What follows belongs to an exercise in optimizing a design on an open flow for small area, a short achievable clock period and few clock cycles per item; a production flow would make more cautious choices.
The RTL was checked by simulation tests, not by an equivalence proof against the original design.
Power and IR drop assume default switching activity.

[flow/standard.sh]
#!/bin/bash
# synth_recipe.tcl (not shown) runs the flow's synth.tcl, then flattens the netlist and writes it again
# the make line also repeats each setting of config.mk as NAME=value (left out here)
make -C /OpenROAD-flow-scripts/flow DESIGN_CONFIG=/design/flow/config.mk WORK_HOME=/design/flow/orfs CLKGATE_MAP_FILE= SYNTH_SCRIPT=/design/flow/synth_recipe.tcl "${@:-finish}"
[flow/flow/run.sh]
#!/bin/bash
# Standard layout, but with timing repair aiming past the 5 ns margin cap of config.mk.
set -euo pipefail
bash standard.sh SETUP_SLACK_MARGIN=7.0 finish > standard_flow.log 2>&1
[flow/design.v]
module power_calc (
    input  logic        clk,
    input  logic        rst,
    input  logic        in_valid,
    input  logic [19:0] in_data_1,
    input  logic [2:0]  in_data_2,
    output logic        busy,
    output logic        out_valid,
    output logic [59:0] out_data
);
    logic [19:0] b_r;        
    logic [9:0]  a_r;        
    logic [2:0]  j_r;        
    logic [2:0]  rem_r;      
    logic        act_r;      
    logic        first_r;    
    logic        small_r;    
    logic        kzero_r;    
    logic        gate_r;     
    logic        stall_r;    
    logic        bsmall_r;   
    logic [2:0]  nlast_r;    
    logic        busy_r;
    logic [9:0]  ls_r;       
    logic [9:0]  lc_r;       
    logic [19:0] cs_r;       
    logic [19:0] cc_r;       
    logic        co_r;       
    logic        cv_r;       
    logic [2:0]  cj_r;       
    logic        clast_r;    
    logic        cfin_r;     
    logic        ckz_r;      
    logic [59:0] acc_r;      
    logic        ov_r;
    logic [29:0] ts, tc;     
    logic [10:0] lo;         
    logic [19:0] hi;         
    logic [9:0]  wlo;        
    logic [19:0] whi;
    logic        last;
    logic        run;
    logic        tcyc;       
    logic        fin;
    logic        take;
    logic [59:0] view;       
    logic [9:0]  a_nxt;      
    logic [9:0]  a_base;     
    logic        a_lo;       
    logic        a_hi;       
    power_calc_csa u_csa (
        .a  (a_r),
        .b  (b_r),
        .cs (gate_r ? cs_r : 20'd0),
        .cc (gate_r ? cc_r : 20'd0),
        .s  (ts),
        .c  (tc)
    );
    logic [11:0] lo_x;
    logic [19:0] hi0;
    logic [20:0] hi1_x;
    assign lo_x  = {1'b0, ls_r, co_r} + {1'b0, lc_r, co_r};
    assign lo    = lo_x[11:1];
    assign hi0   = cs_r + cc_r;
    assign hi1_x = {cs_r, 1'b1} + {cc_r, 1'b1};
    assign hi    = lo[10] ? hi1_x[20:1] : hi0;
    assign wlo   = ckz_r ? 10'd0 : lo[9:0];
    assign whi   = ckz_r ? 20'd1 : hi;
    always_comb begin
        view = acc_r;
        if (cv_r) begin
            for (int i = 0; i < 6; i++) begin
                if (cj_r != 3'd0 && i == int'(cj_r) - 1) view[10*i +: 10] = wlo;
                if (clast_r && i == int'(cj_r))           view[10*i +: 10] = whi[9:0];
                if (clast_r && i == int'(cj_r) + 1)       view[10*i +: 10] = whi[19:10];
                if (clast_r && i > int'(cj_r) + 1)        view[10*i +: 10] = 10'd0;
            end
        end
    end
    assign last = (j_r == 3'd0) ? bsmall_r : (first_r | (j_r == nlast_r));
    assign tcyc = act_r & ~stall_r;
    assign run  = tcyc & ~small_r;
    assign fin  = tcyc & (small_r | (last & (rem_r == 3'd1)));
    assign take = in_valid & ~busy_r;
    always_comb begin
        if (first_r) begin
            a_nxt = b_r[19:10];
        end else begin
            case (j_r)
                3'd0:    a_nxt = acc_r[19:10];
                3'd1:    a_nxt = acc_r[29:20];
                3'd2:    a_nxt = acc_r[39:30];
                default: a_nxt = acc_r[49:40];
            endcase
        end
    end
    always_comb begin
        a_lo   = 1'b0;
        a_hi   = 1'b0;
        a_base = a_nxt;
        if (stall_r) begin
            a_lo = (cj_r == 3'd1);
            a_hi = (cj_r == 3'd0);
        end else if (last) begin
            a_base = acc_r[9:0];
            a_lo   = cv_r & (cj_r == 3'd1);
        end else begin
            a_lo   = cv_r & ~first_r & (j_r == 3'd0) & (cj_r == 3'd2);
        end
    end
    logic        act_nt, stall_nt, first_nt, last_nt, busy_nt, busy_new;
    logic [2:0]  j_nt, rem_nt, nlast_nt;
    assign act_nt   = act_r & ~fin;
    assign stall_nt = run & last & (rem_r != 3'd1) & (j_r[2:1] == 2'd0);
    assign j_nt     = run ? (last ? 3'd0 : j_r + 3'd1) : j_r;
    assign first_nt = first_r & ~(run & last);
    assign rem_nt   = (run & last) ? rem_r - 3'd1 : rem_r;
    logic        top;        
    assign top      = lo[10] ? |hi1_x[20:11] : |hi0[19:10];
    assign nlast_nt = (cv_r & clast_r) ? cj_r + {2'd0, top} : nlast_r;
    assign last_nt  = (j_nt == 3'd0) ? bsmall_r
                    : (first_nt | (~(cv_r & clast_r) & (j_nt == nlast_r)));
    assign busy_nt  = act_nt & (stall_nt | ~last_nt | (rem_nt != 3'd1));
    assign busy_new = ~((in_data_2 < 3'd2) | ((in_data_2 == 3'd2) & ~|in_data_1[19:10]));
    always_ff @(posedge clk) begin
        if (rst) begin
            act_r   <= 1'b0;
            stall_r <= 1'b0;
            busy_r  <= 1'b0;
            cv_r    <= 1'b0;
            co_r    <= 1'b0;
            ov_r    <= 1'b0;
        end else begin
            ov_r    <= cv_r & cfin_r;
            cv_r    <= tcyc;
            co_r    <= cv_r & ~clast_r & lo[10];
            stall_r <= stall_nt;
            act_r   <= take | act_nt;
            busy_r  <= take ? busy_new : busy_nt;
        end
    end
    always_ff @(posedge clk) begin
        if (cv_r) acc_r <= view;
        nlast_r <= nlast_nt;
        ls_r    <= ts[9:0];
        lc_r    <= tc[9:0];
        cs_r    <= ts[29:10];
        cc_r    <= tc[29:10];
        cj_r    <= small_r ? 3'd1 : j_r;
        clast_r <= small_r | last;
        cfin_r  <= small_r | (last & (rem_r == 3'd1));
        ckz_r   <= small_r & kzero_r;
        a_r     <= take ? ((in_data_2 < 3'd2) ? 10'd1 : in_data_1[9:0])
                        : (a_lo ? lo[9:0] : (a_hi ? hi[9:0] : a_base));
        j_r     <= j_nt;
        gate_r  <= (j_nt != 3'd0);
        first_r <= first_nt;
        rem_r   <= rem_nt;
        if (take) begin
            b_r      <= in_data_1;
            bsmall_r <= ~|in_data_1[19:10];
            j_r      <= 3'd0;
            gate_r   <= 1'b0;
            first_r  <= 1'b1;
            small_r  <= in_data_2 < 3'd2;
            kzero_r  <= in_data_2 == 3'd0;
            rem_r    <= (in_data_2 > 3'd5) ? 3'd4 : in_data_2 - 3'd1;
        end
    end
    assign busy      = busy_r;
    assign out_valid = ov_r;
    assign out_data  = acc_r;
endmodule
module power_calc_csa (
    input  logic [9:0]  a,
    input  logic [19:0] b,
    input  logic [19:0] cs,
    input  logic [19:0] cc,
    output logic [29:0] s,
    output logic [29:0] c
);
    logic w1;
    logic w2;
    logic w3;
    logic w4;
    logic w5;
    logic w6;
    logic w7;
    logic w8;
    logic w9;
    logic w10;
    logic w11;
    logic w12;
    logic w13;
    logic w14;
    logic w15;
    logic w16;
    logic w17;
    logic w18;
    logic w19;
    logic w20;
    logic w21;
    logic w22;
    logic w23;
    logic w24;
    logic w25;
    logic w26;
    logic w27;
    logic w28;
    logic w29;
    logic w30;
    logic w31;
    logic w32;
    logic w33;
    logic w34;
    logic w35;
    logic w36;
    logic w37;
    logic w38;
    logic w39;
    logic w40;
    logic w41;
    logic w42;
    logic w43;
    logic w44;
    logic w45;
    logic w46;
    logic w47;
    logic w48;
    logic w49;
    logic w50;
    logic w51;
    logic w52;
    logic w53;
    logic w54;
    logic w55;
    logic w56;
    logic w57;
    logic w58;
    logic w59;
    logic w60;
    logic w61;
    logic w62;
    logic w63;
    logic w64;
    logic w65;
    logic w66;
    logic w67;
    logic w68;
    logic w69;
    logic w70;
    logic w71;
    logic w72;
    logic w73;
    logic w74;
    logic w75;
    logic w76;
    logic w77;
    logic w78;
    logic w79;
    logic w80;
    logic w81;
    logic w82;
    logic w83;
    logic w84;
    logic w85;
    logic w86;
    logic w87;
    logic w88;
    logic w89;
    logic w90;
    logic w91;
    logic w92;
    logic w93;
    logic w94;
    logic w95;
    logic w96;
    logic w97;
    logic w98;
    logic w99;
    logic w100;
    logic w101;
    logic w102;
    logic w103;
    logic w104;
    logic w105;
    logic w106;
    logic w107;
    logic w108;
    logic w109;
    logic w110;
    logic w111;
    logic w112;
    logic w113;
    logic w114;
    logic w115;
    logic w116;
    logic w117;
    logic w118;
    logic w119;
    logic w120;
    logic w121;
    logic w122;
    logic w123;
    logic w124;
    logic w125;
    logic w126;
    logic w127;
    logic w128;
    logic w129;
    logic w130;
    logic w131;
    logic w132;
    logic w133;
    logic w134;
    logic w135;
    logic w136;
    logic w137;
    logic w138;
    logic w139;
    logic w140;
    logic w141;
    logic w142;
    logic w143;
    logic w144;
    logic w145;
    logic w146;
    logic w147;
    logic w148;
    logic w149;
    logic w150;
    logic w151;
    logic w152;
    logic w153;
    logic w154;
    logic w155;
    logic w156;
    logic w157;
    logic w158;
    logic w159;
    logic w160;
    logic w161;
    logic w162;
    logic w163;
    logic w164;
    logic w165;
    logic w166;
    logic w167;
    logic w168;
    logic w169;
    logic w170;
    logic w171;
    logic w172;
    logic w173;
    logic w174;
    logic w175;
    logic w176;
    logic w177;
    logic w178;
    logic w179;
    logic w180;
    logic w181;
    logic w182;
    logic w183;
    logic w184;
    logic w185;
    logic w186;
    logic w187;
    logic w188;
    logic w189;
    logic w190;
    logic w191;
    logic w192;
    logic w193;
    logic w194;
    logic w195;
    logic w196;
    logic w197;
    logic w198;
    logic w199;
    logic w200;
    logic w201;
    logic w202;
    logic w203;
    logic w204;
    logic w205;
    logic w206;
    logic w207;
    logic w208;
    logic w209;
    logic w210;
    logic w211;
    logic w212;
    logic w213;
    logic w214;
    logic w215;
    logic w216;
    logic w217;
    logic w218;
    logic w219;
    logic w220;
    logic w221;
    logic w222;
    logic w223;
    logic w224;
    logic w225;
    logic w226;
    logic w227;
    logic w228;
    logic w229;
    logic w230;
    logic w231;
    logic w232;
    logic w233;
    logic w234;
    logic w235;
    logic w236;
    logic w237;
    logic w238;
    logic w239;
    logic w240;
    logic w241;
    logic w242;
    logic w243;
    logic w244;
    logic w245;
    logic w246;
    logic w247;
    logic w248;
    logic w249;
    logic w250;
    logic w251;
    logic w252;
    logic w253;
    logic w254;
    logic w255;
    logic w256;
    logic w257;
    logic w258;
    logic w259;
    logic w260;
    logic w261;
    logic w262;
    logic w263;
    logic w264;
    logic w265;
    logic w266;
    logic w267;
    logic w268;
    logic w269;
    logic w270;
    logic w271;
    logic w272;
    logic w273;
    logic w274;
    logic w275;
    logic w276;
    logic w277;
    logic w278;
    logic w279;
    logic w280;
    logic w281;
    logic w282;
    logic w283;
    logic w284;
    logic w285;
    logic w286;
    logic w287;
    logic w288;
    logic w289;
    logic w290;
    logic w291;
    logic w292;
    logic w293;
    logic w294;
    logic w295;
    logic w296;
    logic w297;
    logic w298;
    logic w299;
    logic w300;
    logic w301;
    logic w302;
    logic w303;
    logic w304;
    logic w305;
    logic w306;
    logic w307;
    logic w308;
    logic w309;
    logic w310;
    logic w311;
    logic w312;
    logic w313;
    logic w314;
    logic w315;
    logic w316;
    logic w317;
    logic w318;
    logic w319;
    logic w320;
    logic w321;
    logic w322;
    logic w323;
    logic w324;
    logic w325;
    logic w326;
    logic w327;
    logic w328;
    logic w329;
    logic w330;
    logic w331;
    logic w332;
    logic w333;
    logic w334;
    logic w335;
    logic w336;
    logic w337;
    logic w338;
    logic w339;
    logic w340;
    logic w341;
    logic w342;
    logic w343;
    logic w344;
    logic w345;
    logic w346;
    logic w347;
    logic w348;
    logic w349;
    logic w350;
    logic w351;
    logic w352;
    logic w353;
    logic w354;
    logic w355;
    logic w356;
    logic w357;
    logic w358;
    logic w359;
    logic w360;
    logic w361;
    logic w362;
    logic w363;
    logic w364;
    logic w365;
    logic w366;
    logic w367;
    logic w368;
    logic w369;
    logic w370;
    logic w371;
    logic w372;
    logic w373;
    logic w374;
    logic w375;
    logic w376;
    logic w377;
    logic w378;
    logic w379;
    logic w380;
    logic w381;
    logic w382;
    logic w383;
    logic w384;
    logic w385;
    logic w386;
    logic w387;
    logic w388;
    logic w389;
    logic w390;
    logic w391;
    logic w392;
    logic w393;
    logic w394;
    logic w395;
    logic w396;
    logic w397;
    logic w398;
    logic w399;
    logic w400;
    assign w1 = cs[7] ^ cc[7];
    assign w2 = cs[7] & cc[7];
    assign w3 = cs[8] ^ cc[8] ^ (a[0] & b[8]);
    assign w4 = (cs[8] & cc[8]) | (cs[8] & (a[0] & b[8])) | (cc[8] & (a[0] & b[8]));
    assign w5 = (a[1] & b[7]) ^ (a[2] & b[6]);
    assign w6 = (a[1] & b[7]) & (a[2] & b[6]);
    assign w7 = cs[9] ^ cc[9] ^ (a[0] & b[9]);
    assign w8 = (cs[9] & cc[9]) | (cs[9] & (a[0] & b[9])) | (cc[9] & (a[0] & b[9]));
    assign w9 = (a[1] & b[8]) ^ (a[2] & b[7]) ^ (a[3] & b[6]);
    assign w10 = ((a[1] & b[8]) & (a[2] & b[7])) | ((a[1] & b[8]) & (a[3] & b[6])) | ((a[2] & b[7]) & (a[3] & b[6]));
    assign w11 = (a[4] & b[5]) ^ (a[5] & b[4]);
    assign w12 = (a[4] & b[5]) & (a[5] & b[4]);
    assign w13 = cs[10] ^ cc[10] ^ (a[0] & b[10]);
    assign w14 = (cs[10] & cc[10]) | (cs[10] & (a[0] & b[10])) | (cc[10] & (a[0] & b[10]));
    assign w15 = (a[1] & b[9]) ^ (a[2] & b[8]) ^ (a[3] & b[7]);
    assign w16 = ((a[1] & b[9]) & (a[2] & b[8])) | ((a[1] & b[9]) & (a[3] & b[7])) | ((a[2] & b[8]) & (a[3] & b[7]));
    assign w17 = (a[4] & b[6]) ^ (a[5] & b[5]) ^ (a[6] & b[4]);
    assign w18 = ((a[4] & b[6]) & (a[5] & b[5])) | ((a[4] & b[6]) & (a[6] & b[4])) | ((a[5] & b[5]) & (a[6] & b[4]));
    assign w19 = cs[11] ^ cc[11] ^ (a[0] & b[11]);
    assign w20 = (cs[11] & cc[11]) | (cs[11] & (a[0] & b[11])) | (cc[11] & (a[0] & b[11]));
    assign w21 = (a[1] & b[10]) ^ (a[2] & b[9]) ^ (a[3] & b[8]);
    assign w22 = ((a[1] & b[10]) & (a[2] & b[9])) | ((a[1] & b[10]) & (a[3] & b[8])) | ((a[2] & b[9]) & (a[3] & b[8]));
    assign w23 = (a[4] & b[7]) ^ (a[5] & b[6]) ^ (a[6] & b[5]);
    assign w24 = ((a[4] & b[7]) & (a[5] & b[6])) | ((a[4] & b[7]) & (a[6] & b[5])) | ((a[5] & b[6]) & (a[6] & b[5]));
    assign w25 = cs[12] ^ cc[12] ^ (a[0] & b[12]);
    assign w26 = (cs[12] & cc[12]) | (cs[12] & (a[0] & b[12])) | (cc[12] & (a[0] & b[12]));
    assign w27 = (a[1] & b[11]) ^ (a[2] & b[10]) ^ (a[3] & b[9]);
    assign w28 = ((a[1] & b[11]) & (a[2] & b[10])) | ((a[1] & b[11]) & (a[3] & b[9])) | ((a[2] & b[10]) & (a[3] & b[9]));
    assign w29 = (a[4] & b[8]) ^ (a[5] & b[7]) ^ (a[6] & b[6]);
    assign w30 = ((a[4] & b[8]) & (a[5] & b[7])) | ((a[4] & b[8]) & (a[6] & b[6])) | ((a[5] & b[7]) & (a[6] & b[6]));
    assign w31 = cs[13] ^ cc[13] ^ (a[0] & b[13]);
    assign w32 = (cs[13] & cc[13]) | (cs[13] & (a[0] & b[13])) | (cc[13] & (a[0] & b[13]));
    assign w33 = (a[1] & b[12]) ^ (a[2] & b[11]) ^ (a[3] & b[10]);
    assign w34 = ((a[1] & b[12]) & (a[2] & b[11])) | ((a[1] & b[12]) & (a[3] & b[10])) | ((a[2] & b[11]) & (a[3] & b[10]));
    assign w35 = (a[4] & b[9]) ^ (a[5] & b[8]) ^ (a[6] & b[7]);
    assign w36 = ((a[4] & b[9]) & (a[5] & b[8])) | ((a[4] & b[9]) & (a[6] & b[7])) | ((a[5] & b[8]) & (a[6] & b[7]));
    assign w37 = cs[14] ^ cc[14] ^ (a[0] & b[14]);
    assign w38 = (cs[14] & cc[14]) | (cs[14] & (a[0] & b[14])) | (cc[14] & (a[0] & b[14]));
    assign w39 = (a[1] & b[13]) ^ (a[2] & b[12]) ^ (a[3] & b[11]);
    assign w40 = ((a[1] & b[13]) & (a[2] & b[12])) | ((a[1] & b[13]) & (a[3] & b[11])) | ((a[2] & b[12]) & (a[3] & b[11]));
    assign w41 = (a[4] & b[10]) ^ (a[5] & b[9]) ^ (a[6] & b[8]);
    assign w42 = ((a[4] & b[10]) & (a[5] & b[9])) | ((a[4] & b[10]) & (a[6] & b[8])) | ((a[5] & b[9]) & (a[6] & b[8]));
    assign w43 = cs[15] ^ cc[15] ^ (a[0] & b[15]);
    assign w44 = (cs[15] & cc[15]) | (cs[15] & (a[0] & b[15])) | (cc[15] & (a[0] & b[15]));
    assign w45 = (a[1] & b[14]) ^ (a[2] & b[13]) ^ (a[3] & b[12]);
    assign w46 = ((a[1] & b[14]) & (a[2] & b[13])) | ((a[1] & b[14]) & (a[3] & b[12])) | ((a[2] & b[13]) & (a[3] & b[12]));
    assign w47 = (a[4] & b[11]) ^ (a[5] & b[10]) ^ (a[6] & b[9]);
    assign w48 = ((a[4] & b[11]) & (a[5] & b[10])) | ((a[4] & b[11]) & (a[6] & b[9])) | ((a[5] & b[10]) & (a[6] & b[9]));
    assign w49 = cs[16] ^ cc[16] ^ (a[0] & b[16]);
    assign w50 = (cs[16] & cc[16]) | (cs[16] & (a[0] & b[16])) | (cc[16] & (a[0] & b[16]));
    assign w51 = (a[1] & b[15]) ^ (a[2] & b[14]) ^ (a[3] & b[13]);
    assign w52 = ((a[1] & b[15]) & (a[2] & b[14])) | ((a[1] & b[15]) & (a[3] & b[13])) | ((a[2] & b[14]) & (a[3] & b[13]));
    assign w53 = (a[4] & b[12]) ^ (a[5] & b[11]) ^ (a[6] & b[10]);
    assign w54 = ((a[4] & b[12]) & (a[5] & b[11])) | ((a[4] & b[12]) & (a[6] & b[10])) | ((a[5] & b[11]) & (a[6] & b[10]));
    assign w55 = cs[17] ^ cc[17] ^ (a[0] & b[17]);
    assign w56 = (cs[17] & cc[17]) | (cs[17] & (a[0] & b[17])) | (cc[17] & (a[0] & b[17]));
    assign w57 = (a[1] & b[16]) ^ (a[2] & b[15]) ^ (a[3] & b[14]);
    assign w58 = ((a[1] & b[16]) & (a[2] & b[15])) | ((a[1] & b[16]) & (a[3] & b[14])) | ((a[2] & b[15]) & (a[3] & b[14]));
    assign w59 = (a[4] & b[13]) ^ (a[5] & b[12]) ^ (a[6] & b[11]);
    assign w60 = ((a[4] & b[13]) & (a[5] & b[12])) | ((a[4] & b[13]) & (a[6] & b[11])) | ((a[5] & b[12]) & (a[6] & b[11]));
    assign w61 = cs[18] ^ cc[18] ^ (a[0] & b[18]);
    assign w62 = (cs[18] & cc[18]) | (cs[18] & (a[0] & b[18])) | (cc[18] & (a[0] & b[18]));
    assign w63 = (a[1] & b[17]) ^ (a[2] & b[16]) ^ (a[3] & b[15]);
    assign w64 = ((a[1] & b[17]) & (a[2] & b[16])) | ((a[1] & b[17]) & (a[3] & b[15])) | ((a[2] & b[16]) & (a[3] & b[15]));
    assign w65 = (a[4] & b[14]) ^ (a[5] & b[13]) ^ (a[6] & b[12]);
    assign w66 = ((a[4] & b[14]) & (a[5] & b[13])) | ((a[4] & b[14]) & (a[6] & b[12])) | ((a[5] & b[13]) & (a[6] & b[12]));
    assign w67 = cs[19] ^ cc[19] ^ (a[0] & b[19]);
    assign w68 = (cs[19] & cc[19]) | (cs[19] & (a[0] & b[19])) | (cc[19] & (a[0] & b[19]));
    assign w69 = (a[1] & b[18]) ^ (a[2] & b[17]) ^ (a[3] & b[16]);
    assign w70 = ((a[1] & b[18]) & (a[2] & b[17])) | ((a[1] & b[18]) & (a[3] & b[16])) | ((a[2] & b[17]) & (a[3] & b[16]));
    assign w71 = (a[4] & b[15]) ^ (a[5] & b[14]) ^ (a[6] & b[13]);
    assign w72 = ((a[4] & b[15]) & (a[5] & b[14])) | ((a[4] & b[15]) & (a[6] & b[13])) | ((a[5] & b[14]) & (a[6] & b[13]));
    assign w73 = (a[1] & b[19]) ^ (a[2] & b[18]) ^ (a[3] & b[17]);
    assign w74 = ((a[1] & b[19]) & (a[2] & b[18])) | ((a[1] & b[19]) & (a[3] & b[17])) | ((a[2] & b[18]) & (a[3] & b[17]));
    assign w75 = (a[4] & b[16]) ^ (a[5] & b[15]);
    assign w76 = (a[4] & b[16]) & (a[5] & b[15]);
    assign w77 = (a[2] & b[19]) ^ (a[3] & b[18]);
    assign w78 = (a[2] & b[19]) & (a[3] & b[18]);
    assign w79 = cs[4] ^ cc[4];
    assign w80 = cs[4] & cc[4];
    assign w81 = cs[5] ^ cc[5] ^ (a[0] & b[5]);
    assign w82 = (cs[5] & cc[5]) | (cs[5] & (a[0] & b[5])) | (cc[5] & (a[0] & b[5]));
    assign w83 = (a[1] & b[4]) ^ (a[2] & b[3]);
    assign w84 = (a[1] & b[4]) & (a[2] & b[3]);
    assign w85 = cs[6] ^ cc[6] ^ (a[0] & b[6]);
    assign w86 = (cs[6] & cc[6]) | (cs[6] & (a[0] & b[6])) | (cc[6] & (a[0] & b[6]));
    assign w87 = (a[1] & b[5]) ^ (a[2] & b[4]) ^ (a[3] & b[3]);
    assign w88 = ((a[1] & b[5]) & (a[2] & b[4])) | ((a[1] & b[5]) & (a[3] & b[3])) | ((a[2] & b[4]) & (a[3] & b[3]));
    assign w89 = (a[4] & b[2]) ^ (a[5] & b[1]);
    assign w90 = (a[4] & b[2]) & (a[5] & b[1]);
    assign w91 = (a[0] & b[7]) ^ (a[1] & b[6]) ^ (a[2] & b[5]);
    assign w92 = ((a[0] & b[7]) & (a[1] & b[6])) | ((a[0] & b[7]) & (a[2] & b[5])) | ((a[1] & b[6]) & (a[2] & b[5]));
    assign w93 = (a[3] & b[4]) ^ (a[4] & b[3]) ^ (a[5] & b[2]);
    assign w94 = ((a[3] & b[4]) & (a[4] & b[3])) | ((a[3] & b[4]) & (a[5] & b[2])) | ((a[4] & b[3]) & (a[5] & b[2]));
    assign w95 = (a[6] & b[1]) ^ (a[7] & b[0]) ^ w1;
    assign w96 = ((a[6] & b[1]) & (a[7] & b[0])) | ((a[6] & b[1]) & w1) | ((a[7] & b[0]) & w1);
    assign w97 = (a[3] & b[5]) ^ (a[4] & b[4]) ^ (a[5] & b[3]);
    assign w98 = ((a[3] & b[5]) & (a[4] & b[4])) | ((a[3] & b[5]) & (a[5] & b[3])) | ((a[4] & b[4]) & (a[5] & b[3]));
    assign w99 = (a[6] & b[2]) ^ (a[7] & b[1]) ^ (a[8] & b[0]);
    assign w100 = ((a[6] & b[2]) & (a[7] & b[1])) | ((a[6] & b[2]) & (a[8] & b[0])) | ((a[7] & b[1]) & (a[8] & b[0]));
    assign w101 = w2 ^ w5 ^ w3;
    assign w102 = (w2 & w5) | (w2 & w3) | (w5 & w3);
    assign w103 = (a[6] & b[3]) ^ (a[7] & b[2]) ^ (a[8] & b[1]);
    assign w104 = ((a[6] & b[3]) & (a[7] & b[2])) | ((a[6] & b[3]) & (a[8] & b[1])) | ((a[7] & b[2]) & (a[8] & b[1]));
    assign w105 = (a[9] & b[0]) ^ w6 ^ w11;
    assign w106 = ((a[9] & b[0]) & w6) | ((a[9] & b[0]) & w11) | (w6 & w11);
    assign w107 = w4 ^ w7 ^ w9;
    assign w108 = (w4 & w7) | (w4 & w9) | (w7 & w9);
    assign w109 = (a[7] & b[3]) ^ (a[8] & b[2]) ^ (a[9] & b[1]);
    assign w110 = ((a[7] & b[3]) & (a[8] & b[2])) | ((a[7] & b[3]) & (a[9] & b[1])) | ((a[8] & b[2]) & (a[9] & b[1]));
    assign w111 = w12 ^ w8 ^ w10;
    assign w112 = (w12 & w8) | (w12 & w10) | (w8 & w10);
    assign w113 = w13 ^ w15 ^ w17;
    assign w114 = (w13 & w15) | (w13 & w17) | (w15 & w17);
    assign w115 = (a[7] & b[4]) ^ (a[8] & b[3]) ^ (a[9] & b[2]);
    assign w116 = ((a[7] & b[4]) & (a[8] & b[3])) | ((a[7] & b[4]) & (a[9] & b[2])) | ((a[8] & b[3]) & (a[9] & b[2]));
    assign w117 = w14 ^ w16 ^ w18;
    assign w118 = (w14 & w16) | (w14 & w18) | (w16 & w18);
    assign w119 = w19 ^ w21 ^ w23;
    assign w120 = (w19 & w21) | (w19 & w23) | (w21 & w23);
    assign w121 = (a[7] & b[5]) ^ (a[8] & b[4]) ^ (a[9] & b[3]);
    assign w122 = ((a[7] & b[5]) & (a[8] & b[4])) | ((a[7] & b[5]) & (a[9] & b[3])) | ((a[8] & b[4]) & (a[9] & b[3]));
    assign w123 = w20 ^ w22 ^ w24;
    assign w124 = (w20 & w22) | (w20 & w24) | (w22 & w24);
    assign w125 = w25 ^ w27 ^ w29;
    assign w126 = (w25 & w27) | (w25 & w29) | (w27 & w29);
    assign w127 = (a[7] & b[6]) ^ (a[8] & b[5]) ^ (a[9] & b[4]);
    assign w128 = ((a[7] & b[6]) & (a[8] & b[5])) | ((a[7] & b[6]) & (a[9] & b[4])) | ((a[8] & b[5]) & (a[9] & b[4]));
    assign w129 = w26 ^ w28 ^ w30;
    assign w130 = (w26 & w28) | (w26 & w30) | (w28 & w30);
    assign w131 = w31 ^ w33 ^ w35;
    assign w132 = (w31 & w33) | (w31 & w35) | (w33 & w35);
    assign w133 = (a[7] & b[7]) ^ (a[8] & b[6]) ^ (a[9] & b[5]);
    assign w134 = ((a[7] & b[7]) & (a[8] & b[6])) | ((a[7] & b[7]) & (a[9] & b[5])) | ((a[8] & b[6]) & (a[9] & b[5]));
    assign w135 = w32 ^ w34 ^ w36;
    assign w136 = (w32 & w34) | (w32 & w36) | (w34 & w36);
    assign w137 = w37 ^ w39 ^ w41;
    assign w138 = (w37 & w39) | (w37 & w41) | (w39 & w41);
    assign w139 = (a[7] & b[8]) ^ (a[8] & b[7]) ^ (a[9] & b[6]);
    assign w140 = ((a[7] & b[8]) & (a[8] & b[7])) | ((a[7] & b[8]) & (a[9] & b[6])) | ((a[8] & b[7]) & (a[9] & b[6]));
    assign w141 = w38 ^ w40 ^ w42;
    assign w142 = (w38 & w40) | (w38 & w42) | (w40 & w42);
    assign w143 = w43 ^ w45 ^ w47;
    assign w144 = (w43 & w45) | (w43 & w47) | (w45 & w47);
    assign w145 = (a[7] & b[9]) ^ (a[8] & b[8]) ^ (a[9] & b[7]);
    assign w146 = ((a[7] & b[9]) & (a[8] & b[8])) | ((a[7] & b[9]) & (a[9] & b[7])) | ((a[8] & b[8]) & (a[9] & b[7]));
    assign w147 = w44 ^ w46 ^ w48;
    assign w148 = (w44 & w46) | (w44 & w48) | (w46 & w48);
    assign w149 = w49 ^ w51 ^ w53;
    assign w150 = (w49 & w51) | (w49 & w53) | (w51 & w53);
    assign w151 = (a[7] & b[10]) ^ (a[8] & b[9]) ^ (a[9] & b[8]);
    assign w152 = ((a[7] & b[10]) & (a[8] & b[9])) | ((a[7] & b[10]) & (a[9] & b[8])) | ((a[8] & b[9]) & (a[9] & b[8]));
    assign w153 = w50 ^ w52 ^ w54;
    assign w154 = (w50 & w52) | (w50 & w54) | (w52 & w54);
    assign w155 = w55 ^ w57 ^ w59;
    assign w156 = (w55 & w57) | (w55 & w59) | (w57 & w59);
    assign w157 = (a[7] & b[11]) ^ (a[8] & b[10]) ^ (a[9] & b[9]);
    assign w158 = ((a[7] & b[11]) & (a[8] & b[10])) | ((a[7] & b[11]) & (a[9] & b[9])) | ((a[8] & b[10]) & (a[9] & b[9]));
    assign w159 = w56 ^ w58 ^ w60;
    assign w160 = (w56 & w58) | (w56 & w60) | (w58 & w60);
    assign w161 = w61 ^ w63 ^ w65;
    assign w162 = (w61 & w63) | (w61 & w65) | (w63 & w65);
    assign w163 = (a[7] & b[12]) ^ (a[8] & b[11]) ^ (a[9] & b[10]);
    assign w164 = ((a[7] & b[12]) & (a[8] & b[11])) | ((a[7] & b[12]) & (a[9] & b[10])) | ((a[8] & b[11]) & (a[9] & b[10]));
    assign w165 = w62 ^ w64 ^ w66;
    assign w166 = (w62 & w64) | (w62 & w66) | (w64 & w66);
    assign w167 = w67 ^ w69 ^ w71;
    assign w168 = (w67 & w69) | (w67 & w71) | (w69 & w71);
    assign w169 = (a[6] & b[14]) ^ (a[7] & b[13]) ^ (a[8] & b[12]);
    assign w170 = ((a[6] & b[14]) & (a[7] & b[13])) | ((a[6] & b[14]) & (a[8] & b[12])) | ((a[7] & b[13]) & (a[8] & b[12]));
    assign w171 = (a[9] & b[11]) ^ w75 ^ w68;
    assign w172 = ((a[9] & b[11]) & w75) | ((a[9] & b[11]) & w68) | (w75 & w68);
    assign w173 = w70 ^ w72 ^ w73;
    assign w174 = (w70 & w72) | (w70 & w73) | (w72 & w73);
    assign w175 = (a[4] & b[17]) ^ (a[5] & b[16]) ^ (a[6] & b[15]);
    assign w176 = ((a[4] & b[17]) & (a[5] & b[16])) | ((a[4] & b[17]) & (a[6] & b[15])) | ((a[5] & b[16]) & (a[6] & b[15]));
    assign w177 = (a[7] & b[14]) ^ (a[8] & b[13]) ^ (a[9] & b[12]);
    assign w178 = ((a[7] & b[14]) & (a[8] & b[13])) | ((a[7] & b[14]) & (a[9] & b[12])) | ((a[8] & b[13]) & (a[9] & b[12]));
    assign w179 = w76 ^ w77 ^ w74;
    assign w180 = (w76 & w77) | (w76 & w74) | (w77 & w74);
    assign w181 = (a[3] & b[19]) ^ (a[4] & b[18]) ^ (a[5] & b[17]);
    assign w182 = ((a[3] & b[19]) & (a[4] & b[18])) | ((a[3] & b[19]) & (a[5] & b[17])) | ((a[4] & b[18]) & (a[5] & b[17]));
    assign w183 = (a[6] & b[16]) ^ (a[7] & b[15]) ^ (a[8] & b[14]);
    assign w184 = ((a[6] & b[16]) & (a[7] & b[15])) | ((a[6] & b[16]) & (a[8] & b[14])) | ((a[7] & b[15]) & (a[8] & b[14]));
    assign w185 = (a[9] & b[13]) ^ w78;
    assign w186 = (a[9] & b[13]) & w78;
    assign w187 = (a[4] & b[19]) ^ (a[5] & b[18]) ^ (a[6] & b[17]);
    assign w188 = ((a[4] & b[19]) & (a[5] & b[18])) | ((a[4] & b[19]) & (a[6] & b[17])) | ((a[5] & b[18]) & (a[6] & b[17]));
    assign w189 = (a[7] & b[16]) ^ (a[8] & b[15]);
    assign w190 = (a[7] & b[16]) & (a[8] & b[15]);
    assign w191 = (a[5] & b[19]) ^ (a[6] & b[18]);
    assign w192 = (a[5] & b[19]) & (a[6] & b[18]);
    assign w193 = cs[2] ^ cc[2];
    assign w194 = cs[2] & cc[2];
    assign w195 = cs[3] ^ cc[3] ^ (a[0] & b[3]);
    assign w196 = (cs[3] & cc[3]) | (cs[3] & (a[0] & b[3])) | (cc[3] & (a[0] & b[3]));
    assign w197 = (a[1] & b[2]) ^ (a[2] & b[1]);
    assign w198 = (a[1] & b[2]) & (a[2] & b[1]);
    assign w199 = (a[0] & b[4]) ^ (a[1] & b[3]) ^ (a[2] & b[2]);
    assign w200 = ((a[0] & b[4]) & (a[1] & b[3])) | ((a[0] & b[4]) & (a[2] & b[2])) | ((a[1] & b[3]) & (a[2] & b[2]));
    assign w201 = (a[3] & b[1]) ^ (a[4] & b[0]) ^ w79;
    assign w202 = ((a[3] & b[1]) & (a[4] & b[0])) | ((a[3] & b[1]) & w79) | ((a[4] & b[0]) & w79);
    assign w203 = (a[3] & b[2]) ^ (a[4] & b[1]) ^ (a[5] & b[0]);
    assign w204 = ((a[3] & b[2]) & (a[4] & b[1])) | ((a[3] & b[2]) & (a[5] & b[0])) | ((a[4] & b[1]) & (a[5] & b[0]));
    assign w205 = w80 ^ w83 ^ w81;
    assign w206 = (w80 & w83) | (w80 & w81) | (w83 & w81);
    assign w207 = (a[6] & b[0]) ^ w84 ^ w89;
    assign w208 = ((a[6] & b[0]) & w84) | ((a[6] & b[0]) & w89) | (w84 & w89);
    assign w209 = w82 ^ w85 ^ w87;
    assign w210 = (w82 & w85) | (w82 & w87) | (w85 & w87);
    assign w211 = w90 ^ w86 ^ w88;
    assign w212 = (w90 & w86) | (w90 & w88) | (w86 & w88);
    assign w213 = w91 ^ w93 ^ w95;
    assign w214 = (w91 & w93) | (w91 & w95) | (w93 & w95);
    assign w215 = w92 ^ w94 ^ w96;
    assign w216 = (w92 & w94) | (w92 & w96) | (w94 & w96);
    assign w217 = w97 ^ w99 ^ w101;
    assign w218 = (w97 & w99) | (w97 & w101) | (w99 & w101);
    assign w219 = w98 ^ w100 ^ w103;
    assign w220 = (w98 & w100) | (w98 & w103) | (w100 & w103);
    assign w221 = w105 ^ w102 ^ w107;
    assign w222 = (w105 & w102) | (w105 & w107) | (w102 & w107);
    assign w223 = w104 ^ w109 ^ w106;
    assign w224 = (w104 & w109) | (w104 & w106) | (w109 & w106);
    assign w225 = w108 ^ w111 ^ w113;
    assign w226 = (w108 & w111) | (w108 & w113) | (w111 & w113);
    assign w227 = w110 ^ w115 ^ w112;
    assign w228 = (w110 & w115) | (w110 & w112) | (w115 & w112);
    assign w229 = w114 ^ w117 ^ w119;
    assign w230 = (w114 & w117) | (w114 & w119) | (w117 & w119);
    assign w231 = w116 ^ w121 ^ w118;
    assign w232 = (w116 & w121) | (w116 & w118) | (w121 & w118);
    assign w233 = w120 ^ w123 ^ w125;
    assign w234 = (w120 & w123) | (w120 & w125) | (w123 & w125);
    assign w235 = w122 ^ w127 ^ w124;
    assign w236 = (w122 & w127) | (w122 & w124) | (w127 & w124);
    assign w237 = w126 ^ w129 ^ w131;
    assign w238 = (w126 & w129) | (w126 & w131) | (w129 & w131);
    assign w239 = w128 ^ w133 ^ w130;
    assign w240 = (w128 & w133) | (w128 & w130) | (w133 & w130);
    assign w241 = w132 ^ w135 ^ w137;
    assign w242 = (w132 & w135) | (w132 & w137) | (w135 & w137);
    assign w243 = w134 ^ w139 ^ w136;
    assign w244 = (w134 & w139) | (w134 & w136) | (w139 & w136);
    assign w245 = w138 ^ w141 ^ w143;
    assign w246 = (w138 & w141) | (w138 & w143) | (w141 & w143);
    assign w247 = w140 ^ w145 ^ w142;
    assign w248 = (w140 & w145) | (w140 & w142) | (w145 & w142);
    assign w249 = w144 ^ w147 ^ w149;
    assign w250 = (w144 & w147) | (w144 & w149) | (w147 & w149);
    assign w251 = w146 ^ w151 ^ w148;
    assign w252 = (w146 & w151) | (w146 & w148) | (w151 & w148);
    assign w253 = w150 ^ w153 ^ w155;
    assign w254 = (w150 & w153) | (w150 & w155) | (w153 & w155);
    assign w255 = w152 ^ w157 ^ w154;
    assign w256 = (w152 & w157) | (w152 & w154) | (w157 & w154);
    assign w257 = w156 ^ w159 ^ w161;
    assign w258 = (w156 & w159) | (w156 & w161) | (w159 & w161);
    assign w259 = w158 ^ w163 ^ w160;
    assign w260 = (w158 & w163) | (w158 & w160) | (w163 & w160);
    assign w261 = w162 ^ w165 ^ w167;
    assign w262 = (w162 & w165) | (w162 & w167) | (w165 & w167);
    assign w263 = w164 ^ w169 ^ w166;
    assign w264 = (w164 & w169) | (w164 & w166) | (w169 & w166);
    assign w265 = w168 ^ w171 ^ w173;
    assign w266 = (w168 & w171) | (w168 & w173) | (w171 & w173);
    assign w267 = w170 ^ w175 ^ w177;
    assign w268 = (w170 & w175) | (w170 & w177) | (w175 & w177);
    assign w269 = w172 ^ w174 ^ w179;
    assign w270 = (w172 & w174) | (w172 & w179) | (w174 & w179);
    assign w271 = w176 ^ w178 ^ w181;
    assign w272 = (w176 & w178) | (w176 & w181) | (w178 & w181);
    assign w273 = w183 ^ w185 ^ w180;
    assign w274 = (w183 & w185) | (w183 & w180) | (w185 & w180);
    assign w275 = (a[9] & b[14]) ^ w189 ^ w182;
    assign w276 = ((a[9] & b[14]) & w189) | ((a[9] & b[14]) & w182) | (w189 & w182);
    assign w277 = w184 ^ w186 ^ w187;
    assign w278 = (w184 & w186) | (w184 & w187) | (w186 & w187);
    assign w279 = (a[7] & b[17]) ^ (a[8] & b[16]) ^ (a[9] & b[15]);
    assign w280 = ((a[7] & b[17]) & (a[8] & b[16])) | ((a[7] & b[17]) & (a[9] & b[15])) | ((a[8] & b[16]) & (a[9] & b[15]));
    assign w281 = w190 ^ w191 ^ w188;
    assign w282 = (w190 & w191) | (w190 & w188) | (w191 & w188);
    assign w283 = (a[6] & b[19]) ^ (a[7] & b[18]) ^ (a[8] & b[17]);
    assign w284 = ((a[6] & b[19]) & (a[7] & b[18])) | ((a[6] & b[19]) & (a[8] & b[17])) | ((a[7] & b[18]) & (a[8] & b[17]));
    assign w285 = (a[9] & b[16]) ^ w192;
    assign w286 = (a[9] & b[16]) & w192;
    assign w287 = (a[7] & b[19]) ^ (a[8] & b[18]);
    assign w288 = (a[7] & b[19]) & (a[8] & b[18]);
    assign w289 = cs[1] ^ cc[1];
    assign w290 = cs[1] & cc[1];
    assign w291 = (a[0] & b[2]) ^ (a[1] & b[1]) ^ (a[2] & b[0]);
    assign w292 = ((a[0] & b[2]) & (a[1] & b[1])) | ((a[0] & b[2]) & (a[2] & b[0])) | ((a[1] & b[1]) & (a[2] & b[0]));
    assign w293 = (a[3] & b[0]) ^ w194 ^ w197;
    assign w294 = ((a[3] & b[0]) & w194) | ((a[3] & b[0]) & w197) | (w194 & w197);
    assign w295 = w198 ^ w196 ^ w199;
    assign w296 = (w198 & w196) | (w198 & w199) | (w196 & w199);
    assign w297 = w200 ^ w202 ^ w203;
    assign w298 = (w200 & w202) | (w200 & w203) | (w202 & w203);
    assign w299 = w204 ^ w207 ^ w206;
    assign w300 = (w204 & w207) | (w204 & w206) | (w207 & w206);
    assign w301 = w208 ^ w210 ^ w211;
    assign w302 = (w208 & w210) | (w208 & w211) | (w210 & w211);
    assign w303 = w212 ^ w214 ^ w215;
    assign w304 = (w212 & w214) | (w212 & w215) | (w214 & w215);
    assign w305 = w216 ^ w219 ^ w218;
    assign w306 = (w216 & w219) | (w216 & w218) | (w219 & w218);
    assign w307 = w220 ^ w223 ^ w222;
    assign w308 = (w220 & w223) | (w220 & w222) | (w223 & w222);
    assign w309 = w224 ^ w227 ^ w226;
    assign w310 = (w224 & w227) | (w224 & w226) | (w227 & w226);
    assign w311 = w228 ^ w231 ^ w230;
    assign w312 = (w228 & w231) | (w228 & w230) | (w231 & w230);
    assign w313 = w232 ^ w235 ^ w234;
    assign w314 = (w232 & w235) | (w232 & w234) | (w235 & w234);
    assign w315 = w236 ^ w239 ^ w238;
    assign w316 = (w236 & w239) | (w236 & w238) | (w239 & w238);
    assign w317 = w240 ^ w243 ^ w242;
    assign w318 = (w240 & w243) | (w240 & w242) | (w243 & w242);
    assign w319 = w244 ^ w247 ^ w246;
    assign w320 = (w244 & w247) | (w244 & w246) | (w247 & w246);
    assign w321 = w248 ^ w251 ^ w250;
    assign w322 = (w248 & w251) | (w248 & w250) | (w251 & w250);
    assign w323 = w252 ^ w255 ^ w254;
    assign w324 = (w252 & w255) | (w252 & w254) | (w255 & w254);
    assign w325 = w256 ^ w259 ^ w258;
    assign w326 = (w256 & w259) | (w256 & w258) | (w259 & w258);
    assign w327 = w260 ^ w263 ^ w262;
    assign w328 = (w260 & w263) | (w260 & w262) | (w263 & w262);
    assign w329 = w267 ^ w264 ^ w266;
    assign w330 = (w267 & w264) | (w267 & w266) | (w264 & w266);
    assign w331 = w268 ^ w271 ^ w270;
    assign w332 = (w268 & w271) | (w268 & w270) | (w271 & w270);
    assign w333 = w272 ^ w275 ^ w277;
    assign w334 = (w272 & w275) | (w272 & w277) | (w275 & w277);
    assign w335 = w279 ^ w276 ^ w278;
    assign w336 = (w279 & w276) | (w279 & w278) | (w276 & w278);
    assign w337 = w280 ^ w283 ^ w285;
    assign w338 = (w280 & w283) | (w280 & w285) | (w283 & w285);
    assign w339 = (a[9] & b[17]) ^ w287 ^ w284;
    assign w340 = ((a[9] & b[17]) & w287) | ((a[9] & b[17]) & w284) | (w287 & w284);
    assign w341 = (a[8] & b[19]) ^ (a[9] & b[18]);
    assign w342 = (a[8] & b[19]) & (a[9] & b[18]);
    assign w343 = cs[0] ^ cc[0];
    assign w344 = cs[0] & cc[0];
    assign w345 = (a[0] & b[1]) ^ (a[1] & b[0]) ^ w289;
    assign w346 = ((a[0] & b[1]) & (a[1] & b[0])) | ((a[0] & b[1]) & w289) | ((a[1] & b[0]) & w289);
    assign w347 = w290 ^ w193 ^ w291;
    assign w348 = (w290 & w193) | (w290 & w291) | (w193 & w291);
    assign w349 = w292 ^ w195 ^ w293;
    assign w350 = (w292 & w195) | (w292 & w293) | (w195 & w293);
    assign w351 = w201 ^ w294 ^ w295;
    assign w352 = (w201 & w294) | (w201 & w295) | (w294 & w295);
    assign w353 = w296 ^ w297 ^ w205;
    assign w354 = (w296 & w297) | (w296 & w205) | (w297 & w205);
    assign w355 = w298 ^ w209 ^ w299;
    assign w356 = (w298 & w209) | (w298 & w299) | (w209 & w299);
    assign w357 = w213 ^ w300 ^ w301;
    assign w358 = (w213 & w300) | (w213 & w301) | (w300 & w301);
    assign w359 = w302 ^ w303 ^ w217;
    assign w360 = (w302 & w303) | (w302 & w217) | (w303 & w217);
    assign w361 = w304 ^ w221 ^ w305;
    assign w362 = (w304 & w221) | (w304 & w305) | (w221 & w305);
    assign w363 = w225 ^ w306 ^ w307;
    assign w364 = (w225 & w306) | (w225 & w307) | (w306 & w307);
    assign w365 = w229 ^ w308 ^ w309;
    assign w366 = (w229 & w308) | (w229 & w309) | (w308 & w309);
    assign w367 = w233 ^ w310 ^ w311;
    assign w368 = (w233 & w310) | (w233 & w311) | (w310 & w311);
    assign w369 = w237 ^ w312 ^ w313;
    assign w370 = (w237 & w312) | (w237 & w313) | (w312 & w313);
    assign w371 = w241 ^ w314 ^ w315;
    assign w372 = (w241 & w314) | (w241 & w315) | (w314 & w315);
    assign w373 = w245 ^ w316 ^ w317;
    assign w374 = (w245 & w316) | (w245 & w317) | (w316 & w317);
    assign w375 = w249 ^ w318 ^ w319;
    assign w376 = (w249 & w318) | (w249 & w319) | (w318 & w319);
    assign w377 = w253 ^ w320 ^ w321;
    assign w378 = (w253 & w320) | (w253 & w321) | (w320 & w321);
    assign w379 = w257 ^ w322 ^ w323;
    assign w380 = (w257 & w322) | (w257 & w323) | (w322 & w323);
    assign w381 = w261 ^ w324 ^ w325;
    assign w382 = (w261 & w324) | (w261 & w325) | (w324 & w325);
    assign w383 = w265 ^ w326 ^ w327;
    assign w384 = (w265 & w326) | (w265 & w327) | (w326 & w327);
    assign w385 = w269 ^ w328 ^ w329;
    assign w386 = (w269 & w328) | (w269 & w329) | (w328 & w329);
    assign w387 = w273 ^ w330 ^ w331;
    assign w388 = (w273 & w330) | (w273 & w331) | (w330 & w331);
    assign w389 = w274 ^ w333 ^ w332;
    assign w390 = (w274 & w333) | (w274 & w332) | (w333 & w332);
    assign w391 = w281 ^ w334 ^ w335;
    assign w392 = (w281 & w334) | (w281 & w335) | (w334 & w335);
    assign w393 = w282 ^ w337 ^ w336;
    assign w394 = (w282 & w337) | (w282 & w336) | (w337 & w336);
    assign w395 = w286 ^ w339 ^ w338;
    assign w396 = (w286 & w339) | (w286 & w338) | (w339 & w338);
    assign w397 = w288 ^ w341 ^ w340;
    assign w398 = (w288 & w341) | (w288 & w340) | (w341 & w340);
    assign w399 = (a[9] & b[19]) ^ w342;
    assign w400 = (a[9] & b[19]) & w342;
    assign s[0] = (a[0] & b[0]);
    assign c[0] = w343;
    assign s[1] = w344;
    assign c[1] = w345;
    assign s[2] = w346;
    assign c[2] = w347;
    assign s[3] = w348;
    assign c[3] = w349;
    assign s[4] = w350;
    assign c[4] = w351;
    assign s[5] = w352;
    assign c[5] = w353;
    assign s[6] = w354;
    assign c[6] = w355;
    assign s[7] = w356;
    assign c[7] = w357;
    assign s[8] = w358;
    assign c[8] = w359;
    assign s[9] = w360;
    assign c[9] = w361;
    assign s[10] = w362;
    assign c[10] = w363;
    assign s[11] = w364;
    assign c[11] = w365;
    assign s[12] = w366;
    assign c[12] = w367;
    assign s[13] = w368;
    assign c[13] = w369;
    assign s[14] = w370;
    assign c[14] = w371;
    assign s[15] = w372;
    assign c[15] = w373;
    assign s[16] = w374;
    assign c[16] = w375;
    assign s[17] = w376;
    assign c[17] = w377;
    assign s[18] = w378;
    assign c[18] = w379;
    assign s[19] = w380;
    assign c[19] = w381;
    assign s[20] = w382;
    assign c[20] = w383;
    assign s[21] = w384;
    assign c[21] = w385;
    assign s[22] = w386;
    assign c[22] = w387;
    assign s[23] = w388;
    assign c[23] = w389;
    assign s[24] = w391;
    assign c[24] = w390;
    assign s[25] = w392;
    assign c[25] = w393;
    assign s[26] = w395;
    assign c[26] = w394;
    assign s[27] = w397;
    assign c[27] = w396;
    assign s[28] = w399;
    assign c[28] = w398;
    assign s[29] = w400;
    assign c[29] = 1'b0;
endmodule
[flow/config.mk]
export PLATFORM = sky130hd
export DESIGN_NAME = power_calc
export DESIGN_NICKNAME = power_calc
export VERILOG_FILES = /design/flow/design.v
export SDC_FILE = /design/flow/constraint.sdc
export NUM_CORES = 4
export LEC_CHECK = 0
export CAP_MARGIN = 20
export CORE_MARGIN = 2
export CORE_UTILIZATION = 40
export SLEW_MARGIN = 20
[flow/constraint.sdc]
create_clock -name core_clock -period 10.0 [get_ports {clk}]
set_input_delay 2.0000 -clock core_clock [delete_from_list [all_inputs] [get_ports {clk}]]
set_output_delay 2.0000 -clock core_clock [all_outputs]
set_load 0.01 [all_outputs]
==> results of run 1 <==
[per-layer routing]
metal	vias to the layer above	global-route usage, %
met5	-	0
met4	0	12.38
met3	168	4.986
met2	669	43.72
met1	6963	36.19
li1	6158	-
[report_power, final]
group / leakage [uW] / internal, uW / switching, uW
Sequential: 0.00156 / 983 / 194
Combinational: 0.00709 / 2050 / 2990
Clock: 0.000275 / 351 / 325
Total: 0.00892 / 3390 / 3510
[worst paths after layout]
| check | from | to | slack [ns] | cells after the start |
|---|---|---|---|---|
| min | cfin_r | ov_r | 0.48 | 1 |
| min reg2reg | cfin_r | ov_r | 0.48 | 1 |
| max | b_r[14] | cc_r[7] | 6.63 | 9 |
| max reg2reg | b_r[14] | cc_r[7] | 6.63 | 9 |
[synth_stat cells (all sizes together) (4+ instances only)]
master,count,area (um2)
and3,6,37.54
nand2b,11,68.82
o21a,4,30.03
a31oi,13,81.33
a22o,5,43.79
edfxtp,86,2582
a211oi,31,232.7
a2111oi,9,98.84
o22ai,16,100.1
nor3,33,170.2
xnor2,32,302.8
buf,16,81.32
mux2i,16,160.2
a21boi,5,41.28
o211ai,5,37.54
a311oi,11,113.9
clkbuf,83,311.6
o21ai,48,240.2
dfxtp,89,1782
a22oi,8,60.06
inv,254,953.4
and2,126,788.3
a21oi,105,529.3
nand2,219,822.0
nor2,90,345.3
ha,70,875.8
xor2,20,175.2
nor2b,10,65.06
nand4,13,81.33
fa,183,3664
a21o,18,135.1
or3,10,62.56
o31ai,7,52.55
a221oi,10,87.58
nor4,13,81.33
a221o,7,70.07
or2,6,37.54
o21bai,5,37.54
nand3,22,115.1
[metrics by stage]
stage          hold WS, ns  setup slack (ns)  util [%]  instance area [um2]
3_5_place_dp        0.4534             5.907     43.76                17270
6_report            0.4766             6.630     52.84                20850
4_1_cts             0.4701             6.663     50.22                19820
5_1_grt             0.4906             6.529     52.84                20850
2_1_floorplan       0.4203             6.794         -                16200
3_3_place_gp        0.4470             5.978     43.72                17250
[area by class of cell]
| cell class | instances | share of cell area, % |
|---|---|---|
| Multi-Input combinational cell | 1222 | 56.61 |
| Antenna cell | 1 | 0.01200 |
| Timing Repair Buffer | 271 | 11.53 |
| Tap cell | 525 | 3.151 |
| Clock inverter | 15 | 0.7322 |
| Clock buffer | 17 | 2.040 |
| Sequential cell | 175 | 21.30 |
| Inverter | 255 | 4.621 |
[repair_timing]
item / CTS / global route
gates cloned: 4 / 0
pin swaps: 94 / 68
setup buffers: 115 / 52
resized for setup: 561 / 152
endpoints found under the setup margin: 240 / 211
[logic make-up (layout without fill, tap and decap cells)]
family | count (synthesis) | after routing | synth area share [%]
flops | 175 | 175 | 27.47
other cells | 0 | 1 | 0
buf+inv | 354 | 558 | 8.497
mux | 18 | 18 | 1.150
simple gates | 569 | 569 | 17.35
xor+xnor | 52 | 52 | 3.008
fa+ha+maj | 253 | 253 | 28.57
compound gates | 330 | 330 | 13.96
[flip-flops by register name (all words and copies together), names as in the netlist, 10 cells and up]
name   flops
a_r       10
cs_r      20
ls_r      10
acc_r     60
cc_r      19
b_r       20
lc_r      10
==> impl_metrics.tcl, run 1 <==
set metrics [dict create \
    status "finished clean" \
    io_buffers 87 \
    irDropWorstVdd_uv 253.2 \
    drive_above_1_share_pct 32.74 \
    root_buffer "clkbuf_16" \
    die_area_um2 41330 \
    fp-row-count 73 \
    initial_core_util_pct 40.27 \
    syn_area_per_cell_um2 9.074 \
    final_hold_viol_count 0 \
    max_slew.worst_pin.slew_ns 0.9968 \
    clk_pin_slew_ns 0.08 \
    die_w_um 203.3 \
    met3WireLength_mm 4.103 \
    synth_cells 1751 \
    path_max_fanout 10 \
    min_period_ns 3.370 \
    max_stage_delay_ns 0.53 \
    start_kind "flip-flop" \
    wl_met1_mm 23.26 \
    netlist-cell-type-count 75 \
    multi_input_area_um2 11800 \
    antenna_found_initial 2 \
    dp.cells 2277 \
    hp-class "reg2reg" \
    ant_nets 0 \
    dr.pass1.iters 8 \
    crit_family "adder cells" \
    drt_iter0_markers 1363 \
    min_period_over_period_pct 33.70 \
    dr_wl_met2_mm 26.28 \
    crit_path_cell_trace "buf_12, and2_1, fa_1, fa_1, inv_2, fa_2, fa_1, inv_1, fa_2" \
    grt-ovfl-total 0 \
    p_total_uw 6897 \
    track_usage_pct 27.33 \
    ctsHtreeMaxLevel 4 \
    layout.cells.non_filler 2481 \
    nFillCells 3553 \
    setup_viol 0 \
    cap_viol_max_count 0 \
    async_flop_share_pct 0 \
    place_hpwl_mm 39.22 \
    final_common_cell "inv_1" \
    clock_path_buffers 2 \
    critPathSlowestCell "fa_1" \
    maxSlewViolCount 0 \
    pwr_density_cell_nw_per_um2 330.8 \
    synth_nets 2030 \
    vias_per_cell 5.626 \
    final-seq-area_um2 4442 \
    cts_made_buffers 17 \
    skew_ns 0.01647 \
    synth_edf_count 86 \
    first_global_vias 13890 \
    core_region_area_um2 39460 \
    fp.dieH_um 203.3 \
    tns_ns 0 \
    nNetsFinal 2221 \
    gp_congestion 1.001 \
    path_buf_inv 3 \
    critPathKind "reg2reg" \
    max_freq_mhz 296.8 \
    clock-sinks 175 \
    yosys_warnings 1 \
    crit_path_end_kind "flip-flop" \
    grt_pass1_wl_mm 84.29 \
    synth_seq_area_share_pct 27.47 \
    arrival_ns 3.77 \
    mostFrequentLayoutCells "221 x inv_1, 190 x nand2_1, 138 x fa_1, 138 x buf_4, 101 x and2_1" \
    syn2layout_area_growth_pct 31.23 \
    relSlewSlack_pct 33.32 \
    wirelength_mm 56.68 \
    grt_setup_unrepaired "yes" \
    path_common_cell "fa_1" \
    clock_latency_ns 0.46 \
    drc_errors 0 \
    cts_tree "yes" \
    grt_max_degree 32 \
    pin_count 88 \
    p_leak_uw 0.008925 \
    ys_ff_latch 175 \
    wire_per_inst_um 22.84 \
    cts-hold-fix-buffers 0 \
    synth_flop_cell "dfxtp_1" \
    route.top_layer_used "met4" \
    via_count 13960 \
    cp.required_ns 10.40 \
    netlist_area_um2 15890 \
]
Testbench counts, summed over its fixed seeds: cycles 12,967, items 1,920.
==> inputs of run 2 (changes only) <==
==> flow/flow/run.sh (replaced) <==
#!/bin/bash
# Standard layout, but with timing repair aiming past the 5 ns margin cap of config.mk.
set -euo pipefail
bash standard.sh SETUP_SLACK_MARGIN=6.6 finish > standard_flow.log 2>&1
==> run 2 against run 1 <==
Effect of this change: sequential power fell by 3%; utilization down 5.4 points; critical path depth decreased by 1; routed wire length down 6.4%; register-to-register slack worse by 0.07 ns.
==> impl_metrics.tcl, run 2 <==
set metrics [dict create \
    synth_flop_cell "dfxtp_1" \
    max_slew.worst_pin.slew_ns 1.112 \
    pin_count 88 \
    pwr_density_cell_nw_per_um2 297.3 \
    synth_top_cell_area_share_pct 23.06 \
    fp-row-count 73 \
    antenna_cells 0 \
    gp_congestion 1.002 \
    clock_latency_ns 0.47 \
    dr.pass1.iters 6 \
    initial_core_util_pct 40.27 \
    drc_errors 0 \
    ant_nets 0 \
    maxSlewViolCount 0 \
    drive_above_1_share_pct 12.12 \
    cp.required_ns 10.19 \
    place_hpwl_mm 38.99 \
    grt_setup_unrepaired "yes" \
    syn_area_per_cell_um2 9.074 \
    final-seq-area_um2 4394 \
    reg2reg_from "ls_r[7]" \
    drt_iter0_markers 1403 \
    clock_path_buffers 2 \
    max_freq_mhz 290.7 \
    wire_per_inst_um 22.43 \
    synth_seq_area_share_pct 27.47 \
    netlist_top_cells_count "254 x inv_1, 219 x nand2_1, 183 x fa_1" \
    syn2layout_area_growth_pct 17.85 \
    reg_top3 "acc_r (60), b_r (20), cs_r (20)" \
    arrival_ns 3.63 \
    relSlewSlack_pct 25.30 \
    track_usage_pct 25.68 \
    netlist_top_cells_area "fa_1 23%, edfxtp_1 16%, dfxtp_1 11%" \
    via_count 13250 \
    netlist_area_um2 15890 \
    setup_viol 0 \
    clock-sinks 175 \
    synth.largest_area_cell "fa_1" \
    skew_ns 0.01314 \
    core_region_area_um2 39460 \
    netlist-cell-type-count 75 \
    p_leak_uw 0.008144 \
    cts_tree "yes" \
    cp-startpoint "ls_r[7]" \
    min_from "kzero_r" \
    min_period_over_period_pct 34.40 \
    final_common_cell "inv_1" \
    crit_path_end_kind "flip-flop" \
    status "finished clean" \
    ctsHtreeMaxLevel 4 \
    nFillCells 3797 \
    synth_cells 1751 \
    largest_reg_flops 60 \
    final_hold_viol_count 0 \
    irDropWorstVdd_uv 203.3 \
    multi_input_area_um2 10570 \
    die_area_um2 41330 \
    grt-ovfl-total 0 \
    cap_viol_max_count 0 \
    grt_pass1_wl_mm 79.19 \
    async_flop_share_pct 0 \
    fp.dieH_um 203.3 \
    start_kind "flip-flop" \
    grt_max_degree 40 \
    ys_ff_latch 175 \
    cts_made_buffers 17 \
    holdWs_ns 0.4478 \
    critPathKind "reg2reg" \
    root_buffer "clkbuf_16" \
    synth_nets 2030 \
    yosys_warnings 1 \
    synth_edf_count 86 \
    io_buffers 87 \
    p_total_uw 5566 \
    mostFrequentLayoutCells "247 x inv_1, 211 x nand2_1, 171 x fa_1, 120 x and2_1, 91 x a21oi_1" \
    nNetsFinal 2106 \
    wirelength_mm 53.04 \
    min_period_ns 3.440 \
    path_max_fanout 6 \
    tns_ns 0 \
    clk_pin_slew_ns 0.07 \
    yosysMostFrequentCell "inv_1" \
    die_w_um 203.3 \
    top_register "acc_r" \
    first_global_vias 13260 \
    hp-class "reg2reg" \
    antenna_found_initial 2 \
    vias_per_cell 5.603 \
]
-- run 2: per-stage QoR --
stage	instance area [um2]	std cells	setup WS, ns	utilization (%)
floorplan	15890	1751	6.617	-
global placement	17110	2276	5.868	43.37
detailed placement	17130	2277	5.881	43.41
CTS	18130	2339	6.577	45.96
global route	18720	2365	6.431	47.45
finish	18720	2365	6.560	47.45
-- run 2: routing by layer --
layer | vias to the layer above | GRT usage [%] | share of wire, %
met5 | - | 0 | 0
met2 | 625 | 41.67 | 47
met4 | 0 | 9.541 | 3.8
li1 | 5938 | - | -
met3 | 110 | 4.442 | 7.6
met1 | 6577 | 34.47 | 42
-- run 2: path summary, 6_finish.rpt --
check / to / slack, ns / cells after the start
hold reg to reg: ckz_r / 0.45 / 1
setup reg to reg: acc_r[12] / 6.56 / 8
setup / recovery: acc_r[12] / 6.56 / 8
hold / removal: ckz_r / 0.45 / 1
-- run 2: kinds of logic (layout without fill, tap and decap cells) --
family                   Yosys count  in the layout  share of synthesized area (%)
XOR/XNOR                          52             52                          3.008
AO/OA/AOI/OAI                    330            330                          13.96
multiplexers                      18             18                          1.150
buffers and inverters            354            443                          8.497
adder cells (fa/ha/maj)          253            253                          28.57
AND/OR/NAND/NOR                  569            569                          17.35
flip-flops                       175            175                          27.47
-- run 2: worst max-delay path: stages (launching register included) --
cell and delay, ns:
dfxtp_1 0.30, ha_1 0.34, a2111oi_0 0.50, a21boi_2 0.45
o21ai_0 0.20, and2_1 0.22, a21boi_1 0.33, xor2_4 0.23
a2111oi_1 0.58
-- run 2: power breakdown --
group | leakage (uW) | switching (uW) | total [uW] | internal (uW)
sequential | 0.00155 | 170 | 1140 | 968
combinational | 0.00632 | 2480 | 3780 | 1300
clock | 0.000276 | 309 | 653 | 344
total | 0.00814 | 2950 | 5570 | 2610
-- run 2: final cells by class --
cell class	count	share of cell area (%)
Multi-Input combinational cell	1222	56.45
Sequential cell	175	23.47
Timing Repair Buffer	156	8.487
Inverter	255	5.132
Tap cell	525	3.508
Clock buffer	22	2.546
Clock inverter	10	0.4076
-- run 2: timing repair --
action / CTS / global route
gates resized for setup: 73 / 94
hold buffers: 0 / 0
gates cloned: 0 / 5
setup endpoints to repair: 123 / 107
buffers inserted: 30 / 21
pin swaps: 0 / 23
==> inputs of run 3 (changes only) <==
==> flow/flow/run.sh (replaced) <==
#!/bin/bash
# Standard layout, but with timing repair aiming past the 5 ns margin cap of config.mk.
set -euo pipefail
bash standard.sh SETUP_SLACK_MARGIN=6.3 finish > standard_flow.log 2>&1
==> run 3 against run 2 <==
Effect of this change: still clean; combinational power is 5% lower; maximum frequency down 4.4%; power is 3.9% lower; worst setup slack got worse by 0.16 ns; via count shrank 2.7%; first-iteration DRC count is 7.4% lower; routed wire length decreased by 4.2%; critical path type unchanged.
==> impl_metrics.tcl, run 3 <==
set metrics [dict create \
    drive_above_1_share_pct 5.531 \
    place_hpwl_mm 38.85 \
    top_register "acc_r" \
    p_leak_uw 0.007598 \
    async_flop_share_pct 0 \
    track_usage_pct 25.29 \
    synth_edf_count 86 \
    die_area_um2 41330 \
    pwr_density_cell_nw_per_um2 299.8 \
    nFillCells 3866 \
    swShare_pct 53.57 \
    synth_seq_area_share_pct 27.47 \
    skew_ns 0.01269 \
    core_region_area_um2 39460 \
    final_hold_viol_count 0 \
    max_slew.worst_pin.slew_ns 1.156 \
    grt_setup_unrepaired "yes" \
    grt_pass1_wl_mm 78.43 \
    yosys_warnings 1 \
    vias_per_cell 5.567 \
    wire_per_inst_um 21.96 \
    mostFrequentLayoutCells "253 x inv_1, 219 x nand2_1, 183 x fa_1, 122 x and2_1, 101 x a21oi_1" \
    arrival_ns 3.77 \
    syn_area_per_cell_um2 9.074 \
    drt_iter0_markers 1299 \
    gp_congestion 1.001 \
    netlist-cell-type-count 75 \
    min_period_over_period_pct 35.98 \
    cp.required_ns 10.17 \
    min_period_ns 3.598 \
    root_buffer "clkbuf_16" \
    clock-sinks 175 \
    via_count 12890 \
    grt-ovfl-total 0 \
    maxSlewViolCount 0 \
    fin_util_pct 45.22 \
    met3WireLength_mm 3.645 \
    netlist_top_cells_count "254 x inv_1, 219 x nand2_1, 183 x fa_1" \
    dr_wl_met2_mm 23.80 \
    clk_pin_slew_ns 0.07 \
    nNetsFinal 2056 \
    crit_path_end_kind "flip-flop" \
    p_total_uw 5350 \
    synth.largest_area_cell "fa_1" \
    ys_ff_latch 175 \
    holdWs_ns 0.4469 \
    setup_viol 0 \
    switchingPower_uw 2866 \
    critPathKind "reg2reg" \
    clock_path_buffers 2 \
    path_max_fanout 10 \
    yosysMostFrequentCell "inv_1" \
    route.top_layer_used "met4" \
    antenna_found_initial 1 \
    p_seq_share_pct 21.0 \
    hp-class "reg2reg" \
    clock_latency_ns 0.45 \
    cts_tree "yes" \
    relSlewSlack_pct 22.37 \
    dp.cells 2277 \
    status "finished clean" \
    final_common_cell "inv_1" \
    max_freq_mhz 277.9 \
    start_kind "flip-flop" \
    synth_cells 1751 \
    syn2layout_area_growth_pct 12.31 \
    antenna_cells 0 \
    ctsHtreeMaxLevel 4 \
    wirelength_mm 50.83 \
    synth_top_cell_area_share_pct 23.06 \
    dr.pass1.iters 9 \
    irDropWorstVdd_uv 170.3 \
    netlist_area_um2 15890 \
    initial_core_util_pct 40.27 \
    tns_ns 0 \
    fp-row-count 73 \
    cts-hold-fix-buffers 0 \
    die_w_um 203.3 \
    cap_viol_max_count 0 \
    reg_top3 "acc_r (60), b_r (20), cs_r (20)" \
    netlist_top_cells_area "fa_1 23%, edfxtp_1 16%, dfxtp_1 11%" \
    first_global_vias 13140 \
    synth_flop_cell "dfxtp_1" \
    wl_met1_mm 21.39 \
    synth_nets 2030 \
    fp.dieH_um 203.3 \
    drc_errors 0 \
    p_comb_share_pct 67.1 \
    layout.cells.non_filler 2315 \
    largest_reg_flops 60 \
    ant_nets 0 \
    grt_max_degree 40 \
    clockPowerShare_pct 11.9 \
    io_buffers 87 \
    cts_made_buffers 17 \
    internal-power_uw 2484 \
    pin_count 88 \
]
run 3: layer usage:
metal / GRT usage (%) / up-vias
met5: 0 / -
met2: 40.93 / 568
li1: - / 5830
met1: 34.02 / 6386
met3: 3.787 / 104
met4: 10.43 / 0
run 3: final timing paths:
check	start	end	slack [ns]	cells past startpoint
setup / recovery	cs_r[2]	nlast_r[2]	6.40	13
hold reg to reg	kzero_r	ckz_r	0.45	1
hold / removal	kzero_r	ckz_r	0.45	1
setup reg to reg	cs_r[2]	nlast_r[2]	6.40	13
run 3: logic make-up after synthesis:
logic type,after synthesis,synth area share [%]
mux,18,1.150
fa+ha+maj,253,28.57
xor+xnor,52,3.008
compound gates,330,13.96
flops,175,27.47
buf+inv,354,8.497
simple gates,569,17.35
run 3: what timing repair did:
item                       in CTS  in global routing
setup endpoints to repair      32                 45
buffers inserted                0                  6
pin swaps                       0                  0
resized for setup               4                 22
gates cloned                    0                  0
run 3: cell type report:
cell class / instances / area, um2 / share of cell area (%)
clock buffers: 18 / 439.2 / 2.461
clock inverters: 14 / 105.1 / 0.5890
inverters: 255 / 959.7 / 5.378
multi-input cells: 1222 / 10270 / 57.57
flip-flops and latches: 175 / 4368 / 24.48
well taps: 525 / 656.9 / 3.681
repair buffers: 106 / 1042 / 5.841
run 3: worst max-delay path, cell delays in order (launching register included):
cell     delay (ns)
dfxtp_1        0.33
ha_1           0.47
a21oi_2        0.28
o21ai_0        0.20
a21oi_1        0.20
nor2_1         0.07
o31a_1         0.34
a21oi_1        0.28
xnor2_1        0.10
nor4_1         0.29
a21oi_1        0.19
ha_1           0.24
ha_1           0.18
xor2_1         0.16
run 3: power by group through the flow:
stage	Clock, uW	Sequential [uW]	Combinational [uW]
2_1_floorplan	0	1040	2290
3_3_place_gp	0	1140	3420
3_5_place_dp	0	1140	3470
4_1_cts	643	1130	3490
5_1_grt	667	1140	3930
6_report	635	1120	3590
run 3: stage by stage:
stage | worst slack [ns] | cell area, um2
after floorplan | 6.493 | 15890
after detailed placement | 6.079 | 17130
after global placement | 5.714 | 17120
final | 6.402 | 17840
after CTS | 6.301 | 17680
after global routing | 6.181 | 17840

Re-timed with assumed drivers on the ports (clkbuf_16 on the clock, buf_2 on other inputs), run 3 has 6.402 ns of setup slack against 6.402 ns with ideal ports, and 6.140 ns once port delays also move by the mid clock arrival of 0.499 ns.
